Source: an optimization exercise on an open RTL-to-GDS flow (aim: small area and a short achievable clock period). Production flows keep margins and buffers that such runs may drop.
At most, simulation tests tie the RTL to the original design; equivalence was not proved.

==> flow/design.v (excerpt) <==
module timing_recovery_top (
  input  logic               clk,
  input  logic               reset_n,
  input  logic [31:0]        sample_i,     
  output logic [31:0]        sym_o,        
  output logic               sym_valid_o,
  output logic [18:0]        err_o,        
  output logic signed [11:0] ctrl_o
);
Size: roughly 450 flip-flops.
==> module symbol_nco, before the edit <==
module symbol_nco (
  input  logic               clk,
  input  logic               reset_n,
  input  logic signed [11:0] ctrl_i,        
  output logic               sym_strobe_o,  
  output logic               p_load_o       
);
  localparam int MOD = 81920;   
  logic [16:0] phase;
  logic [12:0] incr;
  logic [16:0] sum;
  logic        wrap;
  logic        strobe_q;
  logic [17:0] ahead;
  logic        load_q;
  assign incr = 13'd4096 + {ctrl_i[11], ctrl_i};   
  assign sum  = phase + 17'(incr);                 
  assign wrap = (sum >= 17'(MOD));
  assign ahead = 18'(phase) + 18'({incr, 1'b0}) + 18'({incr, 3'b000});
  always_ff @(posedge clk) begin
    if (!reset_n) begin
      phase    <= '0;
      strobe_q <= 1'b0;
    end else begin
      phase    <= wrap ? 17'(sum - 17'(MOD)) : sum;
      strobe_q <= wrap;
    end
    load_q <= (ahead < 18'(MOD));
  end
  assign sym_strobe_o = strobe_q;
  assign p_load_o     = load_q;
endmodule
make LEC_CHECK=0 CAP_MARGIN=20 CORE_MARGIN=2 CORE_UTILIZATION=40 SETUP_SLACK_MARGIN=5 SLEW_MARGIN=20 finish   # period 12.0 ns
run.sh (not shown) runs the stock make flow with config.mk's settings and CLKGATE_MAP_FILE= SYNTH_SCRIPT=/design/flow/synth_recipe.tcl, a recipe that flattens the netlist after the stock synthesis.
==> next run, changes <==
--- a/flow/design.v
+++ b/flow/design.v
@@ -832,11 +832,11 @@
   logic        wrap;
   logic        strobe_q;
   logic [17:0] ahead;
-  logic        load_q;
   assign incr = 13'd4096 + {ctrl_i[11], ctrl_i};   
   assign sum  = phase + 17'(incr);                 
   assign wrap = (sum >= 17'(MOD));
-  assign ahead = 18'(phase) + 18'({incr, 1'b0}) + 18'({incr, 3'b000});
+  assign ahead    = 18'(phase) + 18'(incr) + 18'({incr, 3'b000});
+  assign p_load_o = (ahead < 18'(MOD));
   always_ff @(posedge clk) begin
     if (!reset_n) begin
       phase    <= '0;
@@ -845,10 +845,8 @@
       phase    <= wrap ? 17'(sum - 17'(MOD)) : sum;
       strobe_q <= wrap;
     end
-    load_q <= (ahead < 18'(MOD));
   end
   assign sym_strobe_o = strobe_q;
-  assign p_load_o     = load_q;
 endmodule
 `default_nettype wire
 `timescale 1ns/100ps
Utilization is higher by 0.11 points.
Synthesized cell count is higher slightly.
Final area is higher slightly.
Critical path depth is lower by 2.
Wire length is higher by a few percent.
Global-route usage is higher by 0.43 points.
Clock-buffer cell count is lower by 5.
Clock skew is lower by 0.0048 ns.
Worst setup slack loses 0.089 ns.
Via count is higher by a few percent.
Sequential cell count is lower by 1.
Worst hold slack loses 0.0038 ns.
Function not checked in the second run of this note: the RTL went through the layout flow alone.

--- another note on this design; it stands on its own ---

==> flow/design.v (excerpt) <==
module timing_recovery_top (
  input  logic               clk,
  input  logic               reset_n,
  input  logic [31:0]        sample_i,     
  output logic [31:0]        sym_o,        
  output logic               sym_valid_o,
  output logic [18:0]        err_o,        
  output logic signed [11:0] ctrl_o
);
Size in the first run: roughly 2100 cells after synthesis, ~460 flip-flops, roughly 98 I/O pins.
Settings: LEC_CHECK=0, CAP_MARGIN=20, CORE_MARGIN=2, CORE_UTILIZATION=40, SETUP_SLACK_MARGIN=5, SLEW_MARGIN=20; clock period 12.0 ns.
run.sh (not shown) runs the stock make flow with config.mk's settings and CLKGATE_MAP_FILE= SYNTH_SCRIPT=/design/flow/synth_recipe.tcl, a recipe that flattens the netlist after the stock synthesis.
The first run completed with no timing, DRC or antenna violations.
==> next run, changes <==
==> flow/flow/run.sh (new file) <==
#!/bin/bash
set -euo pipefail
bash standard.sh SETUP_SLACK_MARGIN=7 finish > standard_flow.log 2>&1
==> flow/standard.sh (new file) <==
#!/bin/bash
# synth_recipe.tcl (not shown) runs the flow's synth.tcl, then flattens the netlist and writes it again
# the make line also repeats each setting of config.mk as NAME=value (left out here)
make -C /OpenROAD-flow-scripts/flow DESIGN_CONFIG=/design/flow/config.mk WORK_HOME=/design/flow/orfs CLKGATE_MAP_FILE= SYNTH_SCRIPT=/design/flow/synth_recipe.tcl "${@:-finish}"
Settings changed: SETUP_SLACK_MARGIN 5 to unset.
removed: flow/run.sh
=> The changed run finished clean; design area goes up by a few percent; count of clock-buffer cells in the layout is higher by 1; final cell count went up by a few percent; synthesized cell count is unchanged; hold slack barely changes; setup slack gets worse by 0.027 ns; utilization goes up by 2.2 points.
==> next run, changes <==
==> flow/flow/run.sh (replaced) <==
#!/bin/bash
# The standard layout (the standard.sh) with two changes: synthesis leaves
# adders to ABC instead of mapping them onto full/half-adder cells first
# (ADDER_MAP_FILE empty; registers are mapped exactly as in the standard
# synthesis), and the timing repair steps aim for 7 ns of setup slack.
set -euo pipefail
bash standard.sh ADDER_MAP_FILE= SETUP_SLACK_MARGIN=7 finish > standard_flow.log 2>&1
After rerunning: Final cell count climbs by 22%. Worst hold slack hardly moves. Design area climbs by 9.0%. Global-route usage climbs by 1.9 points. Setup slack gets better by 1.2 ns. Register-to-register slack gets better by 1.2 ns. Routed wire length climbs by 24%. First-iteration DRC count climbs by 55%. Utilization drops by 0.15 points.
==> next run, changes <==
==> flow/flow/run.sh (replaced) <==
#!/bin/bash
# The standard layout (the standard.sh) with two changes: synthesis leaves
# adders to ABC instead of mapping them onto full/half-adder cells first
# (ADDER_MAP_FILE empty; registers are mapped exactly as in the standard
# synthesis), and the timing repair steps aim for 5 ns of setup slack.
set -euo pipefail
bash standard.sh ADDER_MAP_FILE= SETUP_SLACK_MARGIN=5 finish > standard_flow.log 2>&1
Outcome: Count of clock-buffer cells in the layout goes down by 1. Worst setup slack loses 0.62 ns. Clock skew went down by 0.014 ns. Cell count shrinks by 3.6%.

==> afterwards: timing with drivers on the ports <==
Ports are ideal in the flow. The routed layouts listed here were re-timed in OpenROAD. Step 1, drivers: a clkbuf_16 drives clk and a buf_2 each remaining input, both assumed. Step 2 times the ports against the registers' clock, not the clock port: input delays grow and output delays shrink by t, the midpoint of the rising clock arrivals with the driver on. a / b / c = no drivers / after step 1 / after step 2; a / b = the first two.
run | shift t [ns] | setup WS [ns] | hold WS [ns] | clock arrival spread, ns
the first run of note 1 | 0.647 | 5.024 / 5.024 / 5.024 | 0.312 / 0.312 / 0.312 | 0.036 / 0.037
the second run of note 1 | 0.642 | 4.935 / 4.935 / 4.935 | 0.309 / 0.309 / 0.309 | 0.033 / 0.032
the first run of note 2 | 0.635 | 4.783 / 4.783 / 4.783 | 0.319 / 0.319 / 0.319 | 0.020 / 0.021
the second run of note 2 | 0.641 | 4.756 / 4.756 / 4.756 | 0.320 / 0.320 / 0.320 | 0.019 / 0.019
the third run of note 2 | 0.653 | 5.931 / 5.931 / 5.931 | 0.320 / 0.320 / 0.320 | 0.040 / 0.040
the fourth run of note 2 | 0.659 | 5.314 / 5.250 / 5.477 | 0.315 / 0.315 / 0.315 | 0.025 / 0.025
After both steps setup and hold are still met in every run listed.
